This design comes from an exercise in tuning for small area on the open sky130 flow, not from production work. In this exercise RTL edits were held to simulation tests only and were not proved equivalent to the original.

<file path="design/flow/run.sh">
#!/bin/bash
# synth_recipe.tcl (not shown) runs the flow's synth.tcl, then flattens the netlist and writes it again
# the make line also repeats each setting of config.mk as NAME=value (left out here)
make -C /OpenROAD-flow-scripts/flow DESIGN_CONFIG=/design/flow/config.mk WORK_HOME=/design/flow/orfs CLKGATE_MAP_FILE= SYNTH_SCRIPT=/design/flow/synth_recipe.tcl finish
</file>
<file path="design/flow/config.mk">
export PLATFORM = sky130hd
export DESIGN_NAME = intra16_pred
export DESIGN_NICKNAME = intra16_pred
export VERILOG_FILES = /design/flow/design.v
export SDC_FILE = /design/flow/constraint.sdc
export NUM_CORES = 4
export LEC_CHECK = 0
export CAP_MARGIN = 20
export CORE_MARGIN = 2
export CORE_UTILIZATION = 40
export SLEW_MARGIN = 20
</file>
<file path="design/flow/constraint.sdc">
create_clock -name core_clock -period 12.0 [get_ports {clk}]
set_input_delay 2.4000 -clock core_clock [delete_from_list [all_inputs] [get_ports {clk}]]
set_output_delay 2.4000 -clock core_clock [all_outputs]
set_load 0.01 [all_outputs]
</file>
<file path="design/flow/design.v">
package intra16_pkg;
	typedef enum logic [1:0] {
		mode_vertical,
		mode_horizontal,
		mode_dc,
		mode_plane
	} pred_mode_e;
	typedef enum logic [2:0] {
		op_none,
		op_top,       
		op_left0,
		op_left1,
		op_left2,
		op_left3,
		op_corner
	} edge_op_e;
	typedef struct packed {
		logic [16-1:0][8-1:0] top;
		logic [16-1:0][8-1:0] left;
		logic [8-1:0] corner;    
	} edge_set_t;
	typedef struct packed {
		logic [16-1:0] a;
		logic [16-1:0] b;
		logic [16-1:0] c;
	} plane_param_t;
	typedef struct packed {
		logic [16-1:0][8-1:0] px;    
	} pred_block_t;
endpackage
`timescale 1ns/100ps
module intra16_pred (
	input  logic                     clk,
	input  logic                     reset_n,
	input  logic [2:0]               edge_op,
	input  logic [32-1:0]       edge_word,
	input  logic                     top_avail,
	input  logic                     left_avail,
	input  logic                     param_strobe,
	input  logic                     plane_strobe,
	input  logic                     out_strobe,
	input  logic [3:0]               block_idx,
	input  logic [1:0]               mode,
	output logic [127:0]             pred
);
	logic [31:0] top_w [4];     
	logic [31:0] left_w [4];
	logic [7:0]  corner;
	logic [3:0]  top_v;
	logic [3:0]  left_v;
	logic        corner_v;
	logic [1:0]  tw;
	logic        op_top;
	logic        op_corner;
	logic [3:0]  wr_top;
	logic [3:0]  wr_left;
	assign op_top = (edge_op == 3'd1);
	assign op_corner = (edge_op == 3'd6);
	always_comb begin
		for (int w = 0; w < 4; w++) begin
			wr_top[w] = op_top && (tw == 2'(w));
			wr_left[w] = (edge_op == 3'(w + 2));
		end
	end
	always_ff @(posedge clk) begin
		for (int w = 0; w < 4; w++) begin
			if (wr_top[w]) top_w[w] <= edge_word;
			if (wr_left[w]) left_w[w] <= edge_word;
		end
		if (op_corner) corner <= edge_word[7:0];
	end
	always_ff @(posedge clk or negedge reset_n) begin
		if (!reset_n) begin
			top_v <= '0;
			left_v <= '0;
			corner_v <= 1'b0;
			tw <= '0;
		end else begin
			top_v <= top_v | wr_top;
			left_v <= left_v | wr_left;
			corner_v <= corner_v | op_corner;
			tw <= op_top ? tw + 2'd1 : 2'd0;
		end
	end
	logic [11:0] sum_t;
	logic [11:0] sum_l;
	logic signed [14:0] grad_h;
	logic signed [14:0] grad_v;
	logic [31:0] old_w;
	logic [31:0] new_w;
	logic [1:0]  idx;
	logic signed [8:0]  d [4];
	logic signed [10:0] d_sum;
	logic signed [14:0] g;
	logic signed [14:0] d_x;
	always_comb begin
		old_w = '0;
		for (int w = 0; w < 4; w++) begin
			if (wr_top[w] && top_v[w]) old_w = old_w | top_w[w];
			if (wr_left[w] && left_v[w]) old_w = old_w | left_w[w];
		end
		if (op_corner && corner_v) old_w[7:0] = old_w[7:0] | corner;
		new_w = op_corner ? {24'd0, edge_word[7:0]} : edge_word;
		idx = op_top ? tw : 2'(edge_op - 3'd2);
		for (int k = 0; k < 4; k++) begin
			d[k] = $signed({1'b0, new_w[8*k +: 8]}) - $signed({1'b0, old_w[8*k +: 8]});
		end
		d_sum = 11'(d[0]) + 11'(d[1]) + 11'(d[2]) + 11'(d[3]);
		d_x = op_corner ? -(15'(d_sum) <<< 3) :
			(idx == 2'd0) ? 15'(d_sum) - (15'(d_sum) <<< 3) :
			(idx == 2'd1) ? 15'(d_sum) - (15'(d_sum) <<< 2) :
			(idx == 2'd2) ? 15'(d_sum) :
			15'(d_sum) + (15'(d_sum) <<< 2);
		g = d_x + 15'(d[1]) + (15'(d[2]) <<< 1) + 15'(d[3]) + (15'(d[3]) <<< 1);
	end
	always_ff @(posedge clk or negedge reset_n) begin
		if (!reset_n) begin
			sum_t <= '0;
			sum_l <= '0;
			grad_h <= '0;
			grad_v <= '0;
		end else begin
			if (op_top) sum_t <= sum_t + 12'(d_sum);
			if (|wr_left) sum_l <= sum_l + 12'(d_sum);
			if (op_top || op_corner) grad_h <= grad_h + g;
			if ((|wr_left) || op_corner) grad_v <= grad_v + g;
		end
	end
	logic [8:0]  pa;
	logic signed [10:0] pb;
	logic signed [10:0] pc;
	function automatic logic signed [10:0] slope(input logic signed [14:0] gr);
		logic signed [16:0] t;
		t = 17'(gr) + (17'(gr) <<< 2) + 17'sd32;
		slope = 11'(t >>> 6);
	endfunction
	always_ff @(posedge clk or negedge reset_n) begin
		if (!reset_n) begin
			pa <= 9'd1;
			pb <= '0;
			pc <= '0;
		end else if (param_strobe) begin
			pa <= 9'(top_v[3] ? top_w[3][31:24] : 8'd0) + 9'(left_v[3] ? left_w[3][31:24] : 8'd0) + 9'd1;
			pb <= slope(grad_h);
			pc <= slope(grad_v);
		end
	end
	logic signed [15:0] pl_base;
	logic signed [10:0] pl_b;
	logic signed [10:0] pl_c;
	logic               pl_v;
	function automatic logic signed [15:0] times_off(input logic signed [10:0] v, input logic [1:0] i);
		logic signed [15:0] e;
		e = 16'(v);
		case (i)
			2'd0: times_off = e - (e <<< 3);
			2'd1: times_off = e - (e <<< 2);
			2'd2: times_off = e;
			default: times_off = e + (e <<< 2);
		endcase
	endfunction
	always_ff @(posedge clk) begin
		if (plane_strobe) begin
			pl_base <= $signed({3'b000, pa, 4'b0000}) + times_off(pb, block_idx[1:0])
				+ times_off(pc, block_idx[3:2]);
			pl_b <= pb;
			pl_c <= pc;
		end
	end
	always_ff @(posedge clk or negedge reset_n) begin
		if (!reset_n) begin
			pl_v <= 1'b0;
		end else if (plane_strobe) begin
			pl_v <= 1'b1;
		end
	end
	logic [1:0]  kind;
	logic [37:0] od;
	logic [13:0] sum_all;
	logic [7:0]  dc_val;
	logic [31:0] sel_top;
	logic [31:0] sel_left;
	logic [37:0] od_next;
	assign sum_all = 14'(sum_t) + 14'(sum_l) + 14'd16;
	always_comb begin
		case ({top_avail, left_avail})
			2'b11: dc_val = sum_all[12:5];
			2'b10: dc_val = 8'((13'(sum_t) + 13'd8) >> 4);
			2'b01: dc_val = 8'((13'(sum_l) + 13'd8) >> 4);
			default: dc_val = 8'd128;
		endcase
		sel_top = '0;
		sel_left = '0;
		for (int w = 0; w < 4; w++) begin
			if (block_idx[1:0] == 2'(w) && top_v[w]) sel_top = sel_top | top_w[w];
			if (block_idx[3:2] == 2'(w) && left_v[w]) sel_left = sel_left | left_w[w];
		end
		case (mode)
			2'd0: od_next = {6'd0, sel_top};
			2'd1: od_next = {6'd0, sel_left};
			2'd2: od_next = {6'd0, {4{dc_val}}};
			default: od_next = pl_v ? {pl_base, pl_b, pl_c} : 38'd0;
		endcase
	end
	always_ff @(posedge clk) begin
		if (out_strobe) od <= od_next;
	end
	always_ff @(posedge clk or negedge reset_n) begin
		if (!reset_n) begin
			kind <= 2'd0;
		end else if (out_strobe) begin
			case (mode)
				2'd1: kind <= 2'd2;
				2'd3: kind <= 2'd3;
				default: kind <= 2'd1;
			endcase
		end
	end
	logic signed [15:0] o_base;
	logic signed [15:0] o_b;
	logic signed [15:0] o_c;
	logic signed [15:0] row [4];
	logic signed [15:0] colv [4];
	logic signed [15:0] v;
	logic [7:0] pix;
	assign o_base = od[37:22];
	assign o_b = 16'($signed(od[21:11]));
	assign o_c = 16'($signed(od[10:0]));
	always_comb begin
		row[0] = o_base;
		row[1] = o_base + o_c;
		row[2] = o_base + (o_c <<< 1);
		row[3] = row[1] + (o_c <<< 1);
		colv[0] = '0;
		colv[1] = o_b;
		colv[2] = o_b <<< 1;
		colv[3] = o_b + (o_b <<< 1);
		for (int y = 0; y < 4; y++) begin
			for (int x = 0; x < 4; x++) begin
				v = row[y] + colv[x];
				if (v[15]) pix = 8'd0;
				else if (v[14:13] != 2'b00) pix = 8'd255;
				else pix = v[12:5];
				case (kind)
					2'd1: pred[8*(4*y + x) +: 8] = od[8*x +: 8];
					2'd2: pred[8*(4*y + x) +: 8] = od[8*y +: 8];
					2'd3: pred[8*(4*y + x) +: 8] = pix;
					default: pred[8*(4*y + x) +: 8] = 8'd0;
				endcase
			end
		end
	end
endmodule
</file>
==> out/summary.txt <==
CTS tree - yes
# DRC - 0
Syn Area/Cell - 9.51 um2
Violated Checks - setup timing
Buffers on Ports - 175
antenna violations before repair - 5
RSZ-0062 raised after global routing - true
Core ar. - 100000 um2
highest clock rate - 80.3 MHz
Layout area overhead - 23.3%
initial core utilization - 0.403
status - complete, but fails checks
Final Cell Area - 49700 um2
post-DP HPWL - 109000 um
Pins Over Slew Limit - 0
Post-synth top cells - ha_1, edfxtp_1, inv_1
RD Place Congestion - 0.974
Chip Height - 321 um
final setup violation count - 2
Worst Skew - 0.0556 ns
area share of the leading cell type in the synthesized netlist - 0.254
slowest cell on the critical path - fa_1
asr flop ratio synth - 0.226
largest net degree at the start of global routing - 97
GRT Total Usage - 0.273
top cells by area, synth - edfxtp_1, ha_1, dfrtp_1, xnor2_1, fa_1
Site Rows - 116
ys flop type - edfxtp_1
initial drt markers - 3451
max_slew headroom - 0.224
CTS Buf Count - 50
Routed Antenna Nets - 0
Hold Fails Final Rpt - 0
top-count cell post-synth - ha_1
crit path max fanout - 6
number of hold buffers added after CTS - 0
I/O pin count - 176
Critical Path Start Type - input port
DRT Pass-1 Iters - 8
max incr delay on CP - 0.54 ns
worst path required time - 12.51 ns
synthesized net count - 4859
crit share post-route - 1.04
Syn Inst Count - 4235
CTS Buffer Depth - 3
sequential share of the synthesized area - 0.315
die width - 321 um
Die ar. - 103000 um2
#FFs+latches synth - 439
CP Capture Type - flip-flop
Tmin final - 12.45 ns
number of synthesized flops with an enable pin - 340
number of global-route vias before repair - 34561
post-place setup slack - -1.69 ns
Max Cap Viol - 0
drt wl/cell - 24.0 um
Vias - 36359
Crit Path Class - input port to flip-flop
vias per inst - 5.96
Hold Path Class - flip-flop to flip-flop
layout cells sized above 1 - 0.173
Total Wirelength - 146000 um
clock latency on the worst-skew pair - 0.65 ns
placed inst area - 46600 um2
Post-Syn Area - 40300 um2
cell repeated most along the worst path - fa_1
Final nets - 5383
worst slew pin tran - 1.16 ns
htree depth - 2
post-synthesis cell type count - 93
crit path DAT - 12.96 ns
CTS Root Cell - clkbuf_16
Num Clock Sinks - 439
synth warn - 6
first-pass GRT wire length - 215000 um
most area-hungry cell type in the Yosys netlist - edfxtp_1
Reg clk slew, reported paths - 0.06 ns
final worst slack - -0.451 ns
GRT overflow - 0
[layer usage]
layer	vias up	global-route usage	wire length [um]
met5	-	0	37
met4	6	0.104	6110
met3	329	0.0438	12100
met2	1611	0.436	65800
met1	17504	0.371	62200
li1	16909	-	-
[logic make-up (layout without fill, tap and decap cells)]
logic type,count (synthesis),in the layout,synth area share
other,0,1,0
AND/OR/NAND/NOR,1020,1020,0.123
XOR/XNOR,328,328,0.0728
AO/OA/AOI/OAI,1372,1372,0.237
flip-flops,439,439,0.315
multiplexers,45,45,0.0144
adder cells (fa/ha/maj),577,577,0.195
buffers and inverters,454,1018,0.0427
[worst paths after layout]
check | from | endpoint | slack (ns) | cells after the start
worst max-delay path | edge_op[0] | grad_h[14] | -0.45 | 55
worst min-delay path | pa[0] | pa[0] | 0.51 | 2
worst max register to register | left_v[3] | grad_h[14] | 1.02 | 51
worst min register to register | pa[0] | pa[0] | 0.51 | 2
max in group asynchronous | reset_n | pc[10] | 8.80 | 2
min in group asynchronous | reset_n | left_v[3] | 1.86 | 1
[flip-flops by register name, summed over array words and instances, names as in the netlist]
register,flops
pl_b,11
grad_v,15
corner_v,1
grad_h,15
top_w,128
tw,2
top_v,4
pa,9
pc,11
corner,8
pl_v,1
sum_l,12
pl_base,16
left_w,128
pl_c,11
pb,11
left_v,4
sum_t,12
od,38
kind,2
[repair_timing]
action                                  CTS  global route
pin swaps                                90           110
endpoints found under the setup margin   13            11
cloned                                    0             1
gates resized for setup                 114            96
buffers inserted                         29            24
[worst max-delay path: cells and delay by family]
| family | cells | cell delay [ns] |
|---|---|---|
| adder cells (fa/ha/maj) | 11 | 3.85 |
| XOR/XNOR | 4 | 0.75 |
| AO/OA/AOI/OAI | 13 | 2.11 |
| multiplexers | 1 | 0.47 |
| AND/OR/NAND/NOR | 13 | 2.16 |
| buffers and inverters | 13 | 1.20 |
[placed cells by master (no fill, tap or decap), types with 85 or more instances in the layout]
master / netlist / final
xor2_1: 105 / 98
dfrtp_1: 98 / 98
a221oi_1: 91 / 85
nor2_1: 256 / 244
a21o_1: 92 / 92
clkdlybuf4s50_1: 0 / 168
edfxtp_1: 340 / 340
a22o_1: 106 / 106
a21oi_1: 258 / 238
xnor2_1: 219 / 209
o21ai_0: 245 / 227
nand2_1: 266 / 260
ha_1: 491 / 452
buf_4: 0 / 438
inv_1: 281 / 265
[final cells by class]
cell class	instances	area, um2
Timing Repair Buffer	642	5490
Sequential cell	439	12700
Inverter	284	1070
Antenna cell	1	2.50
Fill cell	9238	50300
Multi-Input combinational cell	3342	27100
Clock buffer	71	1410
Clock inverter	21	241
Tap cell	1298	1620
[per-stage QoR]
step           hold slack (ns)  cells  utilization  TNS, ns
2_1_floorplan            0.425   4235            -    -5.90
3_3_place_gp             0.493   5954        0.466   -14.40
3_5_place_dp             0.498   5954        0.466   -15.28
4_1_cts                  0.506   6073        0.489   -0.798
5_1_grt                  0.517   6097        0.496    -2.98
6_report                 0.506   6098        0.497   -0.891

-- re-timing with driven ports --
The flow's constraints put no driver on any port. The routed layout listed below was extracted and timed again, unchanged, in two steps.
Step 1 sets driving cells, clkbuf_16 on the clock port and buf_2 on the other inputs (assumed; they add their load-dependent delay and slew).
Step 2 adds t to the input delays and takes it off the output delays; t is the mean of the earliest and latest rising clock arrival at the registers after step 1. Input paths then give back, and output paths get back, about the clock's delay inside the block.
Three values: ideal ports, drivers, drivers and shift; two values: the first two.
shift t [ns]: 0.679
setup WS [ns]: -0.451 / -0.431 / -1.110
hold WS [ns]: 0.506 / 0.506 / 0.506
clock arrival spread, ns: 0.055 / 0.056
cell pins on the clock port's net: 1
The setup slack of this run moves by +0.020 ns with the drivers and by -0.659 ns with both steps.
